This design comes from an exercise in tuning for small area, a short achievable clock period and few clock cycles on the open sky130 flow, not from production work. Function was checked by simulation only, so behaviour that the tests miss may differ from the original. Power figures rest on the tool's default switching activity, not on a simulated workload.

==> flow/design.v <==
module smv_lane (
   input  logic              clk,
   input  logic [7:0]        one_n,     
   input  logic [7:0]        two_n,     
   input  logic [7:0]        neg_n,
   input  logic [15:0]       in_w,
   input  logic              gate_n,    
   output logic [7:0]        neg,       
   output logic [39:0]       an,        
   output logic [9-1:0]   cn
);
   logic [15:0]     w;
   logic            gate, gate_x;   
   logic [39:0]     ag;
   logic [9-1:0] cg;
   logic [39:0]     acc;
   logic [9-1:0] cy;
   logic [7:0]      one, two;
   logic [16:0]     pp [8];
   logic [39:0]     rs, rc;
   always_ff @(posedge clk) begin
      one  <= one_n;
      two  <= two_n;
      neg  <= neg_n;
      w    <= in_w;
      gate   <= gate_n;
      gate_x <= ~gate_n;
   end
   always_comb begin
      for (int j = 0; j < 8; j++) begin
         for (int b = 0; b < 17; b++) begin
            logic wb, wl, r;
            wb = (b < 16) ? w[b] : w[15];
            wl = (b > 0) ? w[b-1] : 1'b0;
            r  = ((one[j] & wb) | (two[j] & wl)) ^ neg[j];
            pp[j][b] = (b == 16) ? ~r : r;
         end
      end
   end
   logic t_s0;
   logic t_c0;
   logic t_s1;
   logic t_c1;
   logic t_s2;
   logic t_c2;
   logic t_s3;
   logic t_c3;
   logic t_s4;
   logic t_c4;
   logic t_s5;
   logic t_c5;
   logic t_s6;
   logic t_c6;
   logic t_s7;
   logic t_c7;
   logic t_s8;
   logic t_c8;
   logic t_s9;
   logic t_c9;
   logic t_s10;
   logic t_c10;
   logic t_s11;
   logic t_c11;
   logic t_s12;
   logic t_c12;
   logic t_s13;
   logic t_c13;
   logic t_s14;
   logic t_c14;
   logic t_s15;
   logic t_c15;
   logic t_s16;
   logic t_c16;
   logic t_s17;
   logic t_c17;
   logic t_s18;
   logic t_c18;
   logic t_s19;
   logic t_c19;
   logic t_s20;
   logic t_c20;
   logic t_s21;
   logic t_c21;
   logic t_s22;
   logic t_c22;
   logic t_s23;
   logic t_c23;
   logic t_s24;
   logic t_c24;
   logic t_s25;
   logic t_c25;
   logic t_s26;
   logic t_c26;
   logic t_s27;
   logic t_c27;
   logic t_s28;
   logic t_c28;
   logic t_s29;
   logic t_c29;
   logic t_s30;
   logic t_c30;
   logic t_s31;
   logic t_c31;
   logic t_s32;
   logic t_c32;
   logic t_s33;
   logic t_c33;
   logic t_s34;
   logic t_c34;
   logic t_s35;
   logic t_c35;
   logic t_s36;
   logic t_c36;
   logic t_s37;
   logic t_c37;
   logic t_s38;
   logic t_c38;
   logic t_s39;
   logic t_c39;
   logic t_s40;
   logic t_c40;
   logic t_s41;
   logic t_c41;
   logic t_s42;
   logic t_c42;
   logic t_s43;
   logic t_c43;
   logic t_s44;
   logic t_c44;
   logic t_s45;
   logic t_c45;
   logic t_s46;
   logic t_c46;
   logic t_s47;
   logic t_c47;
   logic t_s48;
   logic t_c48;
   logic t_s49;
   logic t_c49;
   logic t_s50;
   logic t_c50;
   logic t_s51;
   logic t_c51;
   logic t_s52;
   logic t_c52;
   logic t_s53;
   logic t_c53;
   logic t_s54;
   logic t_c54;
   logic t_s55;
   logic t_c55;
   logic t_s56;
   logic t_c56;
   logic t_s57;
   logic t_c57;
   logic t_s58;
   logic t_c58;
   logic t_s59;
   logic t_c59;
   logic t_s60;
   logic t_c60;
   logic t_s61;
   logic t_c61;
   logic t_s62;
   logic t_c62;
   logic t_s63;
   logic t_c63;
   logic t_s64;
   logic t_c64;
   logic t_s65;
   logic t_c65;
   logic t_s66;
   logic t_c66;
   logic t_s67;
   logic t_c67;
   logic t_s68;
   logic t_c68;
   logic t_s69;
   logic t_c69;
   logic t_s70;
   logic t_c70;
   logic t_s71;
   logic t_c71;
   logic t_s72;
   logic t_c72;
   logic t_s73;
   logic t_c73;
   logic t_s74;
   logic t_c74;
   logic t_s75;
   logic t_c75;
   logic t_s76;
   logic t_c76;
   logic t_s77;
   logic t_c77;
   logic t_s78;
   logic t_c78;
   logic t_s79;
   logic t_c79;
   logic t_s80;
   logic t_c80;
   logic t_s81;
   logic t_c81;
   logic t_s82;
   logic t_c82;
   logic t_s83;
   logic t_c83;
   logic t_s84;
   logic t_c84;
   logic t_s85;
   logic t_c85;
   logic t_s86;
   logic t_c86;
   logic t_s87;
   logic t_c87;
   logic t_s88;
   logic t_c88;
   logic t_s89;
   logic t_c89;
   logic t_s90;
   logic t_c90;
   logic t_s91;
   logic t_c91;
   logic t_s92;
   logic t_c92;
   logic t_s93;
   logic t_c93;
   logic t_s94;
   logic t_c94;
   logic t_s95;
   logic t_c95;
   logic t_s96;
   logic t_c96;
   logic t_s97;
   logic t_c97;
   logic t_s98;
   logic t_c98;
   logic t_s99;
   logic t_c99;
   logic t_s100;
   logic t_c100;
   logic t_s101;
   logic t_c101;
   logic t_s102;
   logic t_c102;
   logic t_s103;
   logic t_c103;
   logic t_s104;
   logic t_c104;
   logic t_s105;
   logic t_c105;
   logic t_s106;
   logic t_c106;
   logic t_s107;
   logic t_c107;
   logic t_s108;
   logic t_c108;
   logic t_s109;
   logic t_c109;
   logic t_s110;
   logic t_c110;
   logic t_s111;
   logic t_c111;
   logic t_s112;
   logic t_c112;
   logic t_s113;
   logic t_c113;
   logic t_s114;
   logic t_c114;
   logic t_s115;
   logic t_c115;
   logic t_s116;
   logic t_c116;
   logic t_s117;
   logic t_c117;
   logic t_s118;
   logic t_c118;
   logic t_s119;
   logic t_c119;
   logic t_s120;
   logic t_c120;
   logic t_s121;
   logic t_c121;
   logic t_s122;
   logic t_c122;
   logic t_s123;
   logic t_c123;
   logic t_s124;
   logic t_c124;
   logic t_s125;
   logic t_c125;
   assign t_s0 = ag[8] ^ cg[1];
   assign t_c0 = ag[8] & cg[1];
   assign t_s1 = ag[9] ^ pp[0][9];
   assign t_c1 = ag[9] & pp[0][9];
   assign t_s2 = ag[10] ^ pp[0][10] ^ pp[1][8];
   assign t_c2 = (ag[10] & pp[0][10]) | (ag[10] & pp[1][8]) | (pp[0][10] & pp[1][8]);
   assign t_s3 = ag[11] ^ pp[0][11] ^ pp[1][9];
   assign t_c3 = (ag[11] & pp[0][11]) | (ag[11] & pp[1][9]) | (pp[0][11] & pp[1][9]);
   assign t_s4 = ag[12] ^ cg[2] ^ pp[0][12];
   assign t_c4 = (ag[12] & cg[2]) | (ag[12] & pp[0][12]) | (cg[2] & pp[0][12]);
   assign t_s5 = pp[1][10] ^ pp[2][8] ^ pp[3][6];
   assign t_c5 = (pp[1][10] & pp[2][8]) | (pp[1][10] & pp[3][6]) | (pp[2][8] & pp[3][6]);
   assign t_s6 = ag[13] ^ pp[0][13] ^ pp[1][11];
   assign t_c6 = (ag[13] & pp[0][13]) | (ag[13] & pp[1][11]) | (pp[0][13] & pp[1][11]);
   assign t_s7 = pp[2][9] ^ pp[3][7] ^ pp[4][5];
   assign t_c7 = (pp[2][9] & pp[3][7]) | (pp[2][9] & pp[4][5]) | (pp[3][7] & pp[4][5]);
   assign t_s8 = ag[14] ^ pp[0][14] ^ pp[1][12];
   assign t_c8 = (ag[14] & pp[0][14]) | (ag[14] & pp[1][12]) | (pp[0][14] & pp[1][12]);
   assign t_s9 = pp[2][10] ^ pp[3][8] ^ pp[4][6];
   assign t_c9 = (pp[2][10] & pp[3][8]) | (pp[2][10] & pp[4][6]) | (pp[3][8] & pp[4][6]);
   assign t_s10 = pp[5][4] ^ pp[6][2];
   assign t_c10 = pp[5][4] & pp[6][2];
   assign t_s11 = ag[15] ^ pp[0][15] ^ pp[1][13];
   assign t_c11 = (ag[15] & pp[0][15]) | (ag[15] & pp[1][13]) | (pp[0][15] & pp[1][13]);
   assign t_s12 = pp[2][11] ^ pp[3][9] ^ pp[4][7];
   assign t_c12 = (pp[2][11] & pp[3][9]) | (pp[2][11] & pp[4][7]) | (pp[3][9] & pp[4][7]);
   assign t_s13 = pp[5][5] ^ pp[6][3] ^ pp[7][1];
   assign t_c13 = (pp[5][5] & pp[6][3]) | (pp[5][5] & pp[7][1]) | (pp[6][3] & pp[7][1]);
   assign t_s14 = ag[16] ^ pp[0][16] ^ pp[1][14];
   assign t_c14 = (ag[16] & pp[0][16]) | (ag[16] & pp[1][14]) | (pp[0][16] & pp[1][14]);
   assign t_s15 = pp[2][12] ^ pp[3][10] ^ pp[4][8];
   assign t_c15 = (pp[2][12] & pp[3][10]) | (pp[2][12] & pp[4][8]) | (pp[3][10] & pp[4][8]);
   assign t_s16 = pp[5][6] ^ pp[6][4] ^ pp[7][2];
   assign t_c16 = (pp[5][6] & pp[6][4]) | (pp[5][6] & pp[7][2]) | (pp[6][4] & pp[7][2]);
   assign t_s17 = ag[17] ^ cg[3] ^ pp[1][15];
   assign t_c17 = (ag[17] & cg[3]) | (ag[17] & pp[1][15]) | (cg[3] & pp[1][15]);
   assign t_s18 = pp[2][13] ^ pp[3][11] ^ pp[4][9];
   assign t_c18 = (pp[2][13] & pp[3][11]) | (pp[2][13] & pp[4][9]) | (pp[3][11] & pp[4][9]);
   assign t_s19 = pp[5][7] ^ pp[6][5] ^ pp[7][3];
   assign t_c19 = (pp[5][7] & pp[6][5]) | (pp[5][7] & pp[7][3]) | (pp[6][5] & pp[7][3]);
   assign t_s20 = ag[18] ^ pp[1][16] ^ pp[2][14];
   assign t_c20 = (ag[18] & pp[1][16]) | (ag[18] & pp[2][14]) | (pp[1][16] & pp[2][14]);
   assign t_s21 = pp[3][12] ^ pp[4][10] ^ pp[5][8];
   assign t_c21 = (pp[3][12] & pp[4][10]) | (pp[3][12] & pp[5][8]) | (pp[4][10] & pp[5][8]);
   assign t_s22 = pp[6][6] ^ pp[7][4];
   assign t_c22 = pp[6][6] & pp[7][4];
   assign t_s23 = ag[19] ^ pp[2][15] ^ pp[3][13];
   assign t_c23 = (ag[19] & pp[2][15]) | (ag[19] & pp[3][13]) | (pp[2][15] & pp[3][13]);
   assign t_s24 = pp[4][11] ^ pp[5][9] ^ pp[6][7];
   assign t_c24 = (pp[4][11] & pp[5][9]) | (pp[4][11] & pp[6][7]) | (pp[5][9] & pp[6][7]);
   assign t_s25 = ag[20] ^ pp[2][16] ^ pp[3][14];
   assign t_c25 = (ag[20] & pp[2][16]) | (ag[20] & pp[3][14]) | (pp[2][16] & pp[3][14]);
   assign t_s26 = pp[4][12] ^ pp[5][10];
   assign t_c26 = pp[4][12] & pp[5][10];
   assign t_s27 = ag[21] ^ cg[4] ^ pp[3][15];
   assign t_c27 = (ag[21] & cg[4]) | (ag[21] & pp[3][15]) | (cg[4] & pp[3][15]);
   assign t_s28 = pp[4][13] ^ pp[5][11];
   assign t_c28 = pp[4][13] & pp[5][11];
   assign t_s29 = ag[22] ^ pp[3][16] ^ pp[4][14];
   assign t_c29 = (ag[22] & pp[3][16]) | (ag[22] & pp[4][14]) | (pp[3][16] & pp[4][14]);
   assign t_s30 = ag[4] ^ cg[0];
   assign t_c30 = ag[4] & cg[0];
   assign t_s31 = ag[5] ^ pp[0][5];
   assign t_c31 = ag[5] & pp[0][5];
   assign t_s32 = ag[6] ^ pp[0][6] ^ pp[1][4];
   assign t_c32 = (ag[6] & pp[0][6]) | (ag[6] & pp[1][4]) | (pp[0][6] & pp[1][4]);
   assign t_s33 = ag[7] ^ pp[0][7] ^ pp[1][5];
   assign t_c33 = (ag[7] & pp[0][7]) | (ag[7] & pp[1][5]) | (pp[0][7] & pp[1][5]);
   assign t_s34 = t_s0 ^ pp[0][8] ^ pp[1][6];
   assign t_c34 = (t_s0 & pp[0][8]) | (t_s0 & pp[1][6]) | (pp[0][8] & pp[1][6]);
   assign t_s35 = pp[2][4] ^ pp[3][2];
   assign t_c35 = pp[2][4] & pp[3][2];
   assign t_s36 = t_c0 ^ pp[1][7] ^ pp[2][5];
   assign t_c36 = (t_c0 & pp[1][7]) | (t_c0 & pp[2][5]) | (pp[1][7] & pp[2][5]);
   assign t_s37 = pp[3][3] ^ pp[4][1] ^ t_s1;
   assign t_c37 = (pp[3][3] & pp[4][1]) | (pp[3][3] & t_s1) | (pp[4][1] & t_s1);
   assign t_s38 = pp[2][6] ^ pp[3][4] ^ pp[4][2];
   assign t_c38 = (pp[2][6] & pp[3][4]) | (pp[2][6] & pp[4][2]) | (pp[3][4] & pp[4][2]);
   assign t_s39 = pp[5][0] ^ t_c1 ^ t_s2;
   assign t_c39 = (pp[5][0] & t_c1) | (pp[5][0] & t_s2) | (t_c1 & t_s2);
   assign t_s40 = pp[2][7] ^ pp[3][5] ^ pp[4][3];
   assign t_c40 = (pp[2][7] & pp[3][5]) | (pp[2][7] & pp[4][3]) | (pp[3][5] & pp[4][3]);
   assign t_s41 = pp[5][1] ^ t_c2 ^ t_s3;
   assign t_c41 = (pp[5][1] & t_c2) | (pp[5][1] & t_s3) | (t_c2 & t_s3);
   assign t_s42 = pp[4][4] ^ pp[5][2] ^ pp[6][0];
   assign t_c42 = (pp[4][4] & pp[5][2]) | (pp[4][4] & pp[6][0]) | (pp[5][2] & pp[6][0]);
   assign t_s43 = t_c3 ^ t_s4 ^ t_s5;
   assign t_c43 = (t_c3 & t_s4) | (t_c3 & t_s5) | (t_s4 & t_s5);
   assign t_s44 = pp[5][3] ^ pp[6][1] ^ t_c4;
   assign t_c44 = (pp[5][3] & pp[6][1]) | (pp[5][3] & t_c4) | (pp[6][1] & t_c4);
   assign t_s45 = t_c5 ^ t_s6 ^ t_s7;
   assign t_c45 = (t_c5 & t_s6) | (t_c5 & t_s7) | (t_s6 & t_s7);
   assign t_s46 = pp[7][0] ^ t_s10 ^ t_c6;
   assign t_c46 = (pp[7][0] & t_s10) | (pp[7][0] & t_c6) | (t_s10 & t_c6);
   assign t_s47 = t_c7 ^ t_s8 ^ t_s9;
   assign t_c47 = (t_c7 & t_s8) | (t_c7 & t_s9) | (t_s8 & t_s9);
   assign t_s48 = t_c10 ^ t_c8 ^ t_c9;
   assign t_c48 = (t_c10 & t_c8) | (t_c10 & t_c9) | (t_c8 & t_c9);
   assign t_s49 = t_s11 ^ t_s12 ^ t_s13;
   assign t_c49 = (t_s11 & t_s12) | (t_s11 & t_s13) | (t_s12 & t_s13);
   assign t_s50 = t_c11 ^ t_c12 ^ t_c13;
   assign t_c50 = (t_c11 & t_c12) | (t_c11 & t_c13) | (t_c12 & t_c13);
   assign t_s51 = t_s14 ^ t_s15 ^ t_s16;
   assign t_c51 = (t_s14 & t_s15) | (t_s14 & t_s16) | (t_s15 & t_s16);
   assign t_s52 = t_c14 ^ t_c15 ^ t_c16;
   assign t_c52 = (t_c14 & t_c15) | (t_c14 & t_c16) | (t_c15 & t_c16);
   assign t_s53 = t_s17 ^ t_s18 ^ t_s19;
   assign t_c53 = (t_s17 & t_s18) | (t_s17 & t_s19) | (t_s18 & t_s19);
   assign t_s54 = t_s22 ^ t_c17 ^ t_c18;
   assign t_c54 = (t_s22 & t_c17) | (t_s22 & t_c18) | (t_c17 & t_c18);
   assign t_s55 = t_c19 ^ t_s20 ^ t_s21;
   assign t_c55 = (t_c19 & t_s20) | (t_c19 & t_s21) | (t_s20 & t_s21);
   assign t_s56 = pp[7][5] ^ t_c22 ^ t_c20;
   assign t_c56 = (pp[7][5] & t_c22) | (pp[7][5] & t_c20) | (t_c22 & t_c20);
   assign t_s57 = t_c21 ^ t_s23 ^ t_s24;
   assign t_c57 = (t_c21 & t_s23) | (t_c21 & t_s24) | (t_s23 & t_s24);
   assign t_s58 = pp[6][8] ^ pp[7][6] ^ t_s26;
   assign t_c58 = (pp[6][8] & pp[7][6]) | (pp[6][8] & t_s26) | (pp[7][6] & t_s26);
   assign t_s59 = t_c23 ^ t_c24 ^ t_s25;
   assign t_c59 = (t_c23 & t_c24) | (t_c23 & t_s25) | (t_c24 & t_s25);
   assign t_s60 = pp[6][9] ^ pp[7][7] ^ t_c26;
   assign t_c60 = (pp[6][9] & pp[7][7]) | (pp[6][9] & t_c26) | (pp[7][7] & t_c26);
   assign t_s61 = t_s28 ^ t_c25 ^ t_s27;
   assign t_c61 = (t_s28 & t_c25) | (t_s28 & t_s27) | (t_c25 & t_s27);
   assign t_s62 = pp[5][12] ^ pp[6][10] ^ pp[7][8];
   assign t_c62 = (pp[5][12] & pp[6][10]) | (pp[5][12] & pp[7][8]) | (pp[6][10] & pp[7][8]);
   assign t_s63 = t_c28 ^ t_c27 ^ t_s29;
   assign t_c63 = (t_c28 & t_c27) | (t_c28 & t_s29) | (t_c27 & t_s29);
   assign t_s64 = ag[23] ^ pp[4][15] ^ pp[5][13];
   assign t_c64 = (ag[23] & pp[4][15]) | (ag[23] & pp[5][13]) | (pp[4][15] & pp[5][13]);
   assign t_s65 = pp[6][11] ^ pp[7][9] ^ t_c29;
   assign t_c65 = (pp[6][11] & pp[7][9]) | (pp[6][11] & t_c29) | (pp[7][9] & t_c29);
   assign t_s66 = ag[24] ^ pp[4][16] ^ pp[5][14];
   assign t_c66 = (ag[24] & pp[4][16]) | (ag[24] & pp[5][14]) | (pp[4][16] & pp[5][14]);
   assign t_s67 = pp[6][12] ^ pp[7][10];
   assign t_c67 = pp[6][12] & pp[7][10];
   assign t_s68 = ag[25] ^ cg[5] ^ pp[5][15];
   assign t_c68 = (ag[25] & cg[5]) | (ag[25] & pp[5][15]) | (cg[5] & pp[5][15]);
   assign t_s69 = pp[6][13] ^ pp[7][11];
   assign t_c69 = pp[6][13] & pp[7][11];
   assign t_s70 = ag[26] ^ pp[5][16] ^ pp[6][14];
   assign t_c70 = (ag[26] & pp[5][16]) | (ag[26] & pp[6][14]) | (pp[5][16] & pp[6][14]);
   assign t_s71 = t_s30 ^ pp[0][4];
   assign t_c71 = t_s30 & pp[0][4];
   assign t_s72 = t_c30 ^ pp[1][3] ^ pp[2][1];
   assign t_c72 = (t_c30 & pp[1][3]) | (t_c30 & pp[2][1]) | (pp[1][3] & pp[2][1]);
   assign t_s73 = pp[2][2] ^ pp[3][0] ^ t_c31;
   assign t_c73 = (pp[2][2] & pp[3][0]) | (pp[2][2] & t_c31) | (pp[3][0] & t_c31);
   assign t_s74 = pp[2][3] ^ pp[3][1] ^ t_c32;
   assign t_c74 = (pp[2][3] & pp[3][1]) | (pp[2][3] & t_c32) | (pp[3][1] & t_c32);
   assign t_s75 = pp[4][0] ^ t_s35 ^ t_c33;
   assign t_c75 = (pp[4][0] & t_s35) | (pp[4][0] & t_c33) | (t_s35 & t_c33);
   assign t_s76 = t_c35 ^ t_c34 ^ t_s36;
   assign t_c76 = (t_c35 & t_c34) | (t_c35 & t_s36) | (t_c34 & t_s36);
   assign t_s77 = t_c36 ^ t_s38 ^ t_c37;
   assign t_c77 = (t_c36 & t_s38) | (t_c36 & t_c37) | (t_s38 & t_c37);
   assign t_s78 = t_c38 ^ t_s40 ^ t_c39;
   assign t_c78 = (t_c38 & t_s40) | (t_c38 & t_c39) | (t_s40 & t_c39);
   assign t_s79 = t_c40 ^ t_s42 ^ t_c41;
   assign t_c79 = (t_c40 & t_s42) | (t_c40 & t_c41) | (t_s42 & t_c41);
   assign t_s80 = t_c42 ^ t_s44 ^ t_c43;
   assign t_c80 = (t_c42 & t_s44) | (t_c42 & t_c43) | (t_s44 & t_c43);
   assign t_s81 = t_c44 ^ t_s46 ^ t_c45;
   assign t_c81 = (t_c44 & t_s46) | (t_c44 & t_c45) | (t_s46 & t_c45);
   assign t_s82 = t_c46 ^ t_s48 ^ t_c47;
   assign t_c82 = (t_c46 & t_s48) | (t_c46 & t_c47) | (t_s48 & t_c47);
   assign t_s83 = t_c48 ^ t_s50 ^ t_c49;
   assign t_c83 = (t_c48 & t_s50) | (t_c48 & t_c49) | (t_s50 & t_c49);
   assign t_s84 = t_c50 ^ t_s52 ^ t_c51;
   assign t_c84 = (t_c50 & t_s52) | (t_c50 & t_c51) | (t_s52 & t_c51);
   assign t_s85 = t_c52 ^ t_s54 ^ t_c53;
   assign t_c85 = (t_c52 & t_s54) | (t_c52 & t_c53) | (t_s54 & t_c53);
   assign t_s86 = t_c54 ^ t_s56 ^ t_c55;
   assign t_c86 = (t_c54 & t_s56) | (t_c54 & t_c55) | (t_s56 & t_c55);
   assign t_s87 = t_s58 ^ t_c56 ^ t_c57;
   assign t_c87 = (t_s58 & t_c56) | (t_s58 & t_c57) | (t_c56 & t_c57);
   assign t_s88 = t_s60 ^ t_c58 ^ t_c59;
   assign t_c88 = (t_s60 & t_c58) | (t_s60 & t_c59) | (t_c58 & t_c59);
   assign t_s89 = t_s62 ^ t_c60 ^ t_c61;
   assign t_c89 = (t_s62 & t_c60) | (t_s62 & t_c61) | (t_c60 & t_c61);
   assign t_s90 = t_c62 ^ t_s64 ^ t_s65;
   assign t_c90 = (t_c62 & t_s64) | (t_c62 & t_s65) | (t_s64 & t_s65);
   assign t_s91 = t_s67 ^ t_c64 ^ t_s66;
   assign t_c91 = (t_s67 & t_c64) | (t_s67 & t_s66) | (t_c64 & t_s66);
   assign t_s92 = t_c67 ^ t_s69 ^ t_c66;
   assign t_c92 = (t_c67 & t_s69) | (t_c67 & t_c66) | (t_s69 & t_c66);
   assign t_s93 = pp[7][12] ^ t_c69 ^ t_c68;
   assign t_c93 = (pp[7][12] & t_c69) | (pp[7][12] & t_c68) | (t_c69 & t_c68);
   assign t_s94 = ag[27] ^ pp[6][15] ^ pp[7][13];
   assign t_c94 = (ag[27] & pp[6][15]) | (ag[27] & pp[7][13]) | (pp[6][15] & pp[7][13]);
   assign t_s95 = ag[28] ^ pp[6][16];
   assign t_c95 = ag[28] & pp[6][16];
   assign t_s96 = ag[29] ^ cg[6];
   assign t_c96 = ag[29] & cg[6];
   assign t_s97 = ag[2] ^ pp[0][2];
   assign t_c97 = ag[2] & pp[0][2];
   assign t_s98 = ag[3] ^ pp[0][3] ^ pp[1][1];
   assign t_c98 = (ag[3] & pp[0][3]) | (ag[3] & pp[1][1]) | (pp[0][3] & pp[1][1]);
   assign t_s99 = pp[1][2] ^ pp[2][0] ^ t_s71;
   assign t_c99 = (pp[1][2] & pp[2][0]) | (pp[1][2] & t_s71) | (pp[2][0] & t_s71);
   assign t_s100 = t_c71 ^ t_s31 ^ t_s72;
   assign t_c100 = (t_c71 & t_s31) | (t_c71 & t_s72) | (t_s31 & t_s72);
   assign t_s101 = t_c72 ^ t_s32 ^ t_s73;
   assign t_c101 = (t_c72 & t_s32) | (t_c72 & t_s73) | (t_s32 & t_s73);
   assign t_s102 = t_s33 ^ t_c73 ^ t_s74;
   assign t_c102 = (t_s33 & t_c73) | (t_s33 & t_s74) | (t_c73 & t_s74);
   assign t_s103 = t_s34 ^ t_c74 ^ t_s75;
   assign t_c103 = (t_s34 & t_c74) | (t_s34 & t_s75) | (t_c74 & t_s75);
   assign t_s104 = t_s37 ^ t_c75 ^ t_s76;
   assign t_c104 = (t_s37 & t_c75) | (t_s37 & t_s76) | (t_c75 & t_s76);
   assign t_s105 = t_c76 ^ t_s39 ^ t_s77;
   assign t_c105 = (t_c76 & t_s39) | (t_c76 & t_s77) | (t_s39 & t_s77);
   assign t_s106 = t_s41 ^ t_c77 ^ t_s78;
   assign t_c106 = (t_s41 & t_c77) | (t_s41 & t_s78) | (t_c77 & t_s78);
   assign t_s107 = t_s43 ^ t_c78 ^ t_s79;
   assign t_c107 = (t_s43 & t_c78) | (t_s43 & t_s79) | (t_c78 & t_s79);
   assign t_s108 = t_s45 ^ t_c79 ^ t_s80;
   assign t_c108 = (t_s45 & t_c79) | (t_s45 & t_s80) | (t_c79 & t_s80);
   assign t_s109 = t_s47 ^ t_c80 ^ t_s81;
   assign t_c109 = (t_s47 & t_c80) | (t_s47 & t_s81) | (t_c80 & t_s81);
   assign t_s110 = t_s49 ^ t_c81 ^ t_s82;
   assign t_c110 = (t_s49 & t_c81) | (t_s49 & t_s82) | (t_c81 & t_s82);
   assign t_s111 = t_s51 ^ t_c82 ^ t_s83;
   assign t_c111 = (t_s51 & t_c82) | (t_s51 & t_s83) | (t_c82 & t_s83);
   assign t_s112 = t_s53 ^ t_c83 ^ t_s84;
   assign t_c112 = (t_s53 & t_c83) | (t_s53 & t_s84) | (t_c83 & t_s84);
   assign t_s113 = t_s55 ^ t_c84 ^ t_s85;
   assign t_c113 = (t_s55 & t_c84) | (t_s55 & t_s85) | (t_c84 & t_s85);
   assign t_s114 = t_s57 ^ t_c85 ^ t_s86;
   assign t_c114 = (t_s57 & t_c85) | (t_s57 & t_s86) | (t_c85 & t_s86);
   assign t_s115 = t_s59 ^ t_c86 ^ t_s87;
   assign t_c115 = (t_s59 & t_c86) | (t_s59 & t_s87) | (t_c86 & t_s87);
   assign t_s116 = t_s61 ^ t_c87 ^ t_s88;
   assign t_c116 = (t_s61 & t_c87) | (t_s61 & t_s88) | (t_c87 & t_s88);
   assign t_s117 = t_s63 ^ t_c88 ^ t_s89;
   assign t_c117 = (t_s63 & t_c88) | (t_s63 & t_s89) | (t_c88 & t_s89);
   assign t_s118 = t_c63 ^ t_c89 ^ t_s90;
   assign t_c118 = (t_c63 & t_c89) | (t_c63 & t_s90) | (t_c89 & t_s90);
   assign t_s119 = t_c65 ^ t_s91 ^ t_c90;
   assign t_c119 = (t_c65 & t_s91) | (t_c65 & t_c90) | (t_s91 & t_c90);
   assign t_s120 = t_s68 ^ t_s92 ^ t_c91;
   assign t_c120 = (t_s68 & t_s92) | (t_s68 & t_c91) | (t_s92 & t_c91);
   assign t_s121 = t_s70 ^ t_c92 ^ t_s93;
   assign t_c121 = (t_s70 & t_c92) | (t_s70 & t_s93) | (t_c92 & t_s93);
   assign t_s122 = t_c70 ^ t_s94 ^ t_c93;
   assign t_c122 = (t_c70 & t_s94) | (t_c70 & t_c93) | (t_s94 & t_c93);
   assign t_s123 = pp[7][14] ^ t_s95 ^ t_c94;
   assign t_c123 = (pp[7][14] & t_s95) | (pp[7][14] & t_c94) | (t_s95 & t_c94);
   assign t_s124 = t_s96 ^ pp[7][15] ^ t_c95;
   assign t_c124 = (t_s96 & pp[7][15]) | (t_s96 & t_c95) | (pp[7][15] & t_c95);
   assign t_s125 = ag[30] ^ t_c96 ^ pp[7][16];
   assign t_c125 = (ag[30] & t_c96) | (ag[30] & pp[7][16]) | (t_c96 & pp[7][16]);
   assign rs[0] = ag[0];
   assign rc[0] = pp[0][0];
   assign rs[1] = ag[1];
   assign rc[1] = pp[0][1];
   assign rs[2] = pp[1][0];
   assign rc[2] = t_s97;
   assign rs[3] = t_c97;
   assign rc[3] = t_s98;
   assign rs[4] = t_c98;
   assign rc[4] = t_s99;
   assign rs[5] = t_c99;
   assign rc[5] = t_s100;
   assign rs[6] = t_c100;
   assign rc[6] = t_s101;
   assign rs[7] = t_c101;
   assign rc[7] = t_s102;
   assign rs[8] = t_c102;
   assign rc[8] = t_s103;
   assign rs[9] = t_c103;
   assign rc[9] = t_s104;
   assign rs[10] = t_c104;
   assign rc[10] = t_s105;
   assign rs[11] = t_c105;
   assign rc[11] = t_s106;
   assign rs[12] = t_c106;
   assign rc[12] = t_s107;
   assign rs[13] = t_c107;
   assign rc[13] = t_s108;
   assign rs[14] = t_c108;
   assign rc[14] = t_s109;
   assign rs[15] = t_c109;
   assign rc[15] = t_s110;
   assign rs[16] = t_c110;
   assign rc[16] = t_s111;
   assign rs[17] = t_c111;
   assign rc[17] = t_s112;
   assign rs[18] = t_c112;
   assign rc[18] = t_s113;
   assign rs[19] = t_c113;
   assign rc[19] = t_s114;
   assign rs[20] = t_c114;
   assign rc[20] = t_s115;
   assign rs[21] = t_c115;
   assign rc[21] = t_s116;
   assign rs[22] = t_c116;
   assign rc[22] = t_s117;
   assign rs[23] = t_c117;
   assign rc[23] = t_s118;
   assign rs[24] = t_c118;
   assign rc[24] = t_s119;
   assign rs[25] = t_s120;
   assign rc[25] = t_c119;
   assign rs[26] = t_c120;
   assign rc[26] = t_s121;
   assign rs[27] = t_c121;
   assign rc[27] = t_s122;
   assign rs[28] = t_s123;
   assign rc[28] = t_c122;
   assign rs[29] = t_s124;
   assign rc[29] = t_c123;
   assign rs[30] = t_s125;
   assign rc[30] = t_c124;
   assign rs[31] = ag[31];
   assign rc[31] = t_c125;
   assign rs[32] = ag[32];
   assign rc[32] = 1'b0;
   assign rs[33] = ag[33];
   assign rc[33] = cg[7];
   assign rs[34] = ag[34];
   assign rc[34] = 1'b0;
   assign rs[35] = ag[35];
   assign rc[35] = 1'b0;
   assign rs[36] = ag[36];
   assign rc[36] = 1'b0;
   assign rs[37] = ag[37];
   assign rc[37] = cg[8];
   assign rs[38] = ag[38];
   assign rc[38] = 1'b0;
   assign rs[39] = ag[39];
   assign rc[39] = 1'b0;
   assign {cn[0], an[3:0]} = {1'b0, rs[3:0]} + {1'b0, rc[3:0]};
   assign {cn[1], an[7:4]} = {1'b0, rs[7:4]} + {1'b0, rc[7:4]};
   assign {cn[2], an[11:8]} = {1'b0, rs[11:8]} + {1'b0, rc[11:8]};
   assign {cn[3], an[16:12]} = {1'b0, rs[16:12]} + {1'b0, rc[16:12]};
   assign {cn[4], an[20:17]} = {1'b0, rs[20:17]} + {1'b0, rc[20:17]};
   assign {cn[5], an[24:21]} = {1'b0, rs[24:21]} + {1'b0, rc[24:21]};
   assign {cn[6], an[28:25]} = {1'b0, rs[28:25]} + {1'b0, rc[28:25]};
   assign {cn[7], an[32:29]} = {1'b0, rs[32:29]} + {1'b0, rc[32:29]};
   assign {cn[8], an[36:33]} = {1'b0, rs[36:33]} + {1'b0, rc[36:33]};
   assign an[39:37] = rs[39:37] + rc[39:37];
   assign ag = {acc[39:20] & {20{gate_x}}, acc[19:0] & {20{~gate}}};
   assign cg = cy & {9{gate_x}};
   always_ff @(posedge clk) begin
      acc <= an;
      cy  <= cn;
   end
endmodule
module systolic_matvec (
   input  logic         clk,
   input  logic         reset,
   input  logic         in_valid,
   output logic         in_ready,
   input  logic [15:0]  in_data,
   input  logic [127:0] in_weight,
   input  logic         in_last,
   output logic         out_valid,
   input  logic         out_ready,
   output logic [39:0]  out_data,
   output logic [2:0]   out_index,
   output logic         out_last,
   output logic         busy
);
   localparam int NC = 9;
   logic        ir;         
   logic        l1;         
   logic        open_q;     
   logic        done_q;     
   logic        xfer;       
   logic        bval;       
   logic [2:0]  k;          
   logic [7:0]  ksel;       
   logic        sv;         
   logic        ov;         
   logic        busy_q;
   logic        accept, take_o, fill_s;
   logic        l1_n, open_n, done_n, bval_n, sv_n, ov_n, xfer_n;
   logic        gate_n;     
   assign accept = in_valid & ir & reset;
   assign take_o = sv & (~ov | out_ready);
   assign fill_s = bval & (~sv | take_o);
   always_comb begin
      l1_n    = accept & in_last;
      open_n  = accept ? ~in_last : open_q;
      done_n  = xfer ? 1'b0 : (done_q | l1);
      bval_n  = xfer ? 1'b1 : ((fill_s && k == 3'd7) ? 1'b0 : bval);
      sv_n    = fill_s ? 1'b1 : (take_o ? 1'b0 : sv);
      ov_n    = take_o ? 1'b1 : (out_ready ? 1'b0 : ov);
      xfer_n  = reset & (l1_n | done_n) & ~bval_n;
      gate_n  = ~reset | xfer;
   end
   logic [7:0] one_e, two_e, neg_e;
   always_comb begin
      for (int j = 0; j < 8; j++) begin
         logic bh, bm, bl;
         bh = in_data[2*j+1];
         bm = in_data[2*j];
         bl = (j > 0) ? in_data[2*j-1] : 1'b0;
         one_e[j] = accept & (bm ^ bl);
         two_e[j] = accept & ((bh & ~bm & ~bl) | (~bh & bm & bl));
         neg_e[j] = accept & bh & ~(bm & bl);
      end
   end
   logic [7:0]    neg0;
   logic [39:0]   an [8];
   logic [NC-1:0] cn [8];
   for (genvar i = 0; i < 8; i++) begin : g_lane
      logic [7:0] neg_l;
      smv_lane u_lane (
         .clk   (clk),
         .one_n (one_e),
         .two_n (two_e),
         .neg_n (neg_e),
         .in_w  (in_weight[i*16 +: 16]),
         .gate_n(gate_n),
         .neg   (neg_l),
         .an    (an[i]),
         .cn    (cn[i])
      );
      if (i == 0) begin : g_neg0
         assign neg0 = neg_l;
      end
   end
   localparam logic [39:0] KCONST = 40'hffaaab0000;
   logic [39:0] c_acc;
   logic [39:0] c_next;
   logic [39:0] kn;
   logic        c_clr;
   always_comb begin
      kn = KCONST;
      for (int j = 0; j < 8; j++)
         kn[2*j] = neg0[j];
   end
   assign c_next = (c_clr ? 40'd0 : c_acc) + kn;
   always_ff @(posedge clk) begin
      c_clr <= gate_n;
      c_acc <= c_next;
   end
   logic [39:0]   b_acc [8];
   logic [NC-1:0] b_cy  [8];
   logic [39:0]   b_c;
   always_ff @(posedge clk) begin
      if (xfer) begin
         for (int i = 0; i < 8; i++) begin
            b_acc[i] <= an[i];
            b_cy[i]  <= cn[i];
         end
         b_c <= c_next;
      end
   end
   logic [39:0]   sa;
   logic [NC-1:0] sc;
   logic [2:0]    si;
   logic          sl;
   logic [39:0]   od;
   logic [2:0]    oi;
   logic          ol;
   logic [39:0]   cv;
   logic [39:0]   m_acc;
   logic [NC-1:0] m_cy;
   always_comb begin
      m_acc = '0;
      m_cy  = '0;
      for (int i = 0; i < 8; i++) begin
         m_acc = m_acc | (b_acc[i] & {40{ksel[i]}});
         m_cy  = m_cy  | (b_cy[i]  & {NC{ksel[i]}});
      end
   end
   always_ff @(posedge clk) begin
      if (fill_s) begin
         sa <= m_acc + b_c;
         sc <= m_cy;
         si <= k;
         sl <= (k == 3'd7);
      end
   end
   always_comb begin
      cv = '0;
      cv[4] = sc[0];
      cv[8] = sc[1];
      cv[12] = sc[2];
      cv[17] = sc[3];
      cv[21] = sc[4];
      cv[25] = sc[5];
      cv[29] = sc[6];
      cv[33] = sc[7];
      cv[37] = sc[8];
   end
   always_ff @(posedge clk) begin
      if (take_o) begin
         od <= sa + cv;
         oi <= si;
         ol <= sl;
      end
   end
   always_ff @(posedge clk) begin
      if (!reset) begin
         ir      <= 1'b1;
         l1      <= 1'b0;
         open_q  <= 1'b0;
         done_q  <= 1'b0;
         xfer    <= 1'b0;
         bval    <= 1'b0;
         k       <= 3'd0;
         ksel    <= 8'd1;
         sv      <= 1'b0;
         ov      <= 1'b0;
         busy_q  <= 1'b0;
      end else begin
         l1      <= l1_n;
         open_q  <= open_n;
         done_q  <= done_n;
         xfer    <= xfer_n;
         bval    <= bval_n;
         if (xfer) begin
            k    <= 3'd0;
            ksel <= 8'd1;
         end else if (fill_s) begin
            k    <= k + 3'd1;
            ksel <= {ksel[6:0], ksel[7]};
         end
         sv      <= sv_n;
         ov      <= ov_n;
         ir      <= ~((l1_n | done_n) & bval_n);
         busy_q  <= open_n | l1_n | done_n | bval_n | sv_n | ov_n;
      end
   end
   assign in_ready  = ir;
   assign out_valid = ov;
   assign out_data  = od;
   assign out_index = oi;
   assign out_last  = ol;
   assign busy      = busy_q;
endmodule
==> flow/flow/run.sh <==
#!/bin/bash
# The standard layout (standard.sh: standard synthesis, floorplan, place,
# CTS, route, finish), with the timing-repair steps asked to leave 7 ns of setup
# slack at the design's 11 ns clock, so that they work on the slow paths.
# make's full output goes to flow_standard.log; each ORFS step also keeps its
# own log under orfs/logs/.
set -euo pipefail
bash standard.sh SETUP_SLACK_MARGIN=7 finish > flow_standard.log 2>&1
==> flow/standard.sh <==
#!/bin/bash
# synth_recipe.tcl (not shown) runs the flow's synth.tcl, then flattens the netlist and writes it again
# the make line also repeats each setting of config.mk as NAME=value (left out here)
make -C /OpenROAD-flow-scripts/flow DESIGN_CONFIG=/design/flow/config.mk WORK_HOME=/design/flow/orfs CLKGATE_MAP_FILE= SYNTH_SCRIPT=/design/flow/synth_recipe.tcl "${@:-finish}"
==> flow/config.mk <==
export PLATFORM = sky130hd
export DESIGN_NAME = systolic_matvec
export DESIGN_NICKNAME = systolic_matvec
export VERILOG_FILES = /design/flow/design.v
export SDC_FILE = /design/flow/constraint.sdc
export NUM_CORES = 4
export LEC_CHECK = 0
export CAP_MARGIN = 20
export CORE_MARGIN = 2
export CORE_UTILIZATION = 40
export SLEW_MARGIN = 60
export SYNTH_HIERARCHICAL = 1
==> flow/constraint.sdc <==
create_clock -name core_clock -period 11.0 [get_ports {clk}]
set_input_delay 2.2000 -clock core_clock [delete_from_list [all_inputs] [get_ports {clk}]]
set_output_delay 2.2000 -clock core_clock [all_outputs]
set_load 0.01 [all_outputs]
==> results.json <==
{
  "run_status": "finished clean",
  "yosys_most_used_dff": "dfxtp_1",
  "cts_max_path_buffers": 3,
  "worstPathArrival_ns": 4.63,
  "finalCriticalPeriod_ns": 4.051,
  "clkPwrFrac_pct": 20.8,
  "area_growth_pct": 15.17,
  "cp-end-kind": "flip-flop",
  "cp.required_ns": 11.58,
  "switchingPower_w": 0.01113,
  "drc": 0,
  "numPortBuffers": 195,
  "p_int_w": 0.01563,
  "grt_pass1_vias": 67071,
  "critPathMaxFanout": 17,
  "slew_violations": 0,
  "switching_share_pct": 41.59,
  "die_area_mm2": 0.2466,
  "grt_setup_unrepaired": "yes",
  "place_inst": 11468,
  "dr_total_vias": 67485,
  "r2r_cells": 14,
  "layout_setup_ws_ns": 6.949,
  "slew_headroom_pct": 56.64,
  "coreArea_mm2": 0.2410,
  "fin_skew_ns": 0.06101,
  "async_reset_ff_share_pct": 0,
  "track_usage_pct": 24.48,
  "start_kind": "flip-flop",
  "clock.fmax_mhz": 246.8,
  "drv_cap": 0,
  "pre_cts_ws_ns": 6.561,
  "final_util_pct": 46.39,
  "insertion_delay_ns": 0.84,
  "drive_gt1_share_pct": 19.75,
  "die_w_um": 496.6,
  "hold_violations": 0,
  "wl_per_cell_um": 25.17,
  "p_leak_nw": 45.77,
  "hpwlAfterDp_mm": 223.2,
  "setup_viol": 0,
  "finalSetupTns_ns": 0,
  "grt_pass1_wl_mm": 447.8,
  "syn_nets": 10227,
  "p_comb_share_pct": 50.3,
  "dr.first_iter.drc_count": 7144,
  "p_seq_share_pct": 28.9,
  "drt_first_pass_iters": 7,
  "initial_utilization_pct": 40.28,
  "power_density_mw_per_mm2": 239.3,
  "ys_seq_area_share_pct": 32.64,
  "gp_congestion": 0.9901,
  "clkSinkCount": 1318,
  "syn_area_per_cell_um2": 11.23,
  "die_h_um": 496.6,
  "grt_max_degree": 60,
  "path_clk_slew_ns": 0.06,
  "synth_cell_type_count": 83,
  "grt.overflow.total": 0,
  "antenna_found_initial": 28,
  "num_rows": 180,
  "drtAntennaViolNets": 0,
  "htree_levels": 4,
  "viasPerCell": 5.475,
  "cts_tree": "yes",
  "ir_worst_vdd_v": 0.0002285,
  "worst_pin_slew_ns": 0.6484,
  "cts_root_buffer": "clkbuf_16",
  "fin_cells": 12325,
  "path_class": "flip-flop to flip-flop",
  "netlist_area_mm2": 0.09707,
  "holdPathStages": 0,
  "routed_wl_mm": 310.2,
  "ios": 196,
  "min_period_over_period_pct": 36.83,
  "synth_edf_count": 529,
  "numCtsBuffers": 156,
  "yosys_register_bits": 1318,
  "final_nets": 10555,
  "ys_warn_count": 15,
  "hold_path_class": "flip-flop to flip-flop",
  "syn_inst": 8648
}
-- registers in the layout, summed over array words and instances (netlist names), 3 cells and up --
name / cells
b_acc: 320
g_lane.u_lane.neg: 64
g_lane.u_lane.gate: 8
ksel: 8
g_lane.u_lane.cy: 72
b_c: 40
c_acc: 40
g_lane.u_lane.gate_x: 8
g_lane.u_lane.w: 128
b_cy: 72
od: 40
g_lane.u_lane.acc: 320
g_lane.u_lane.one: 64
g_lane.u_lane.two: 64
oi: 3
sa: 40
k: 3
si: 3
sc: 9
-- final timing paths --
kind / end / start / slack [ns]
setup / recovery: b_acc[1][18] / g_lane[1].u_lane.neg[1] / 6.95
hold reg to reg: od[2] / sa[2] / 0.42
hold / removal: od[2] / sa[2] / 0.42
setup reg to reg: b_acc[1][18] / g_lane[1].u_lane.neg[1] / 6.95
-- synthesized netlist by cell type, drive strengths merged (13+ instances only) --
master | instances | area, um2
inv | 1181 | 4433
edfxtp | 529 | 15890
ha | 477 | 5968
xnor2 | 656 | 5746
nand2b | 106 | 663.1
o21ai | 157 | 785.8
nand2 | 236 | 888.4
buf | 557 | 4928
dfxtp | 789 | 15800
nor2b | 156 | 975.9
a22oi | 1157 | 9847
nand4 | 64 | 400.4
nand3 | 32 | 160.2
nor2 | 120 | 450.4
xor2 | 686 | 6008
a21oi | 176 | 880.8
clkbuf | 121 | 575.6
a21o | 128 | 960.9
and2 | 200 | 1251
and3 | 13 | 81.33
fa | 953 | 19080
-- Yosys stat by module (local to each module, per instance) --
module           cells inside  cell area [um2]
smv_lane                  865             9064
systolic_matvec          1728            24560
-- cell type report --
cell class                 count  area, um2
fill                       21779     129200
antenna                       28      70.07
inverter                    1181       4437
tap                         3185       3985
clock buffer                 193       4395
multi-input combinational   5471      57100
clock inverter               101       1176
timing repair buffer         848       7940
sequential                  1318      32700
-- power by group through the flow --
stage | logic (W) | clock network (W) | registers, W
finish | 0.0135 | 0.00556 | 0.00773
global route | 0.0149 | 0.00585 | 0.00777
CTS | 0.0126 | 0.00565 | 0.00775
detailed placement | 0.0120 | 0 | 0.00789
global placement | 0.0117 | 0 | 0.00789
floorplan | 0.00811 | 0 | 0.00722
-- cell usage in the layout, fill, tap and decap left out, drive strengths merged, types with 200 or more instances in the layout --
cell type  count
dfxtp        789
ha           477
clkbuf       203
a22oi       1157
xor2         686
edfxtp       529
nand2        236
inv         1201
xnor2        656
buf          643
fa           953
and2         200
-- metal layers --
metal	vias up	wire length (um)	global-route usage (%)	share of wire, %
met1	34174	127100	32.94	41
met5	-	109	0	0.035
met2	3301	138800	37.54	45
met3	671	27850	5.392	9.0
li1	29327	-	-	-
met4	12	16320	11.41	5.3
-- kinds of logic after synthesis --
group | count (synthesis) | synth area share [%]
flip-flops | 1318 | 32.64
AND/OR/NAND/NOR | 976 | 5.407
multiplexers | 3 | 0.03222
XOR/XNOR | 1342 | 12.11
AO/OA/AOI/OAI | 1720 | 13.78
adder cells (fa/ha/maj) | 1430 | 25.80
buffers and inverters | 1859 | 10.24
-- through the flow --
step	hold WS [ns]	cell area (um2)	power (W)
floorplan	0.4003	97100	0.01532
finish	0.4237	111800	0.02676
global route	0.4510	111800	0.02851
CTS	0.4282	106600	0.02599
global placement	0.4185	98420	0.01957
detailed placement	0.4144	99160	0.01989
-- critical path, cell delays in order, from the launching register on --
cell	delay [ns]
dfxtp_1	0.34
buf_8	0.22
xor2_1	0.26
fa_2	0.49
inv_1	0.12
fa_2	0.22
inv_2	0.04
fa_1	0.56
fa_1	0.42
inv_1	0.08
ha_2	0.19
inv_2	0.04
fa_2	0.55
clkinvlp_4	0.10
buf_12	0.15
-- repair_timing --
item,in CTS,in global routing
pin swaps,17,135
endpoints found under the setup margin,195,141
buffers inserted,114,414
gates resized for setup,340,449
cloned,0,1
hold buffers,0,0
Testbench counts, summed over its fixed seeds: cycles 7,119.

-- what the ideal ports hide --
How much do the figures lean on ideal ports? The routed layout below was timed once more, with nothing changed but the port constraints. Step 1 (the two cells are an assumption about what drives the block):
set clk [get_ports {clk}]
set_driving_cell -lib_cell sky130_fd_sc_hd__clkbuf_16 $clk
set_driving_cell -lib_cell sky130_fd_sc_hd__buf_2 [delete_from_list [all_inputs] $clk]
Step 2 times the ports against the registers' clock, not the clock port: input delays grow and output delays shrink by t, the midpoint of the rising clock arrivals with the driver on. Slacks: ideal / step 1 / step 2; pairs: ideal / step 1.
t (ns): 0.897
setup WS [ns]: 6.949 / 6.949 / 6.561
latest minus earliest clock arrival (ns): 0.064 / 0.063
slew at the worst register clock pin (ns): 0.07 / 0.07
pins driven straight from the clock port: 1
After both steps setup and hold are still met in this run. For this run, drivers alone change the setup slack by 0.000 ns; drivers and shift together by -0.388 ns.
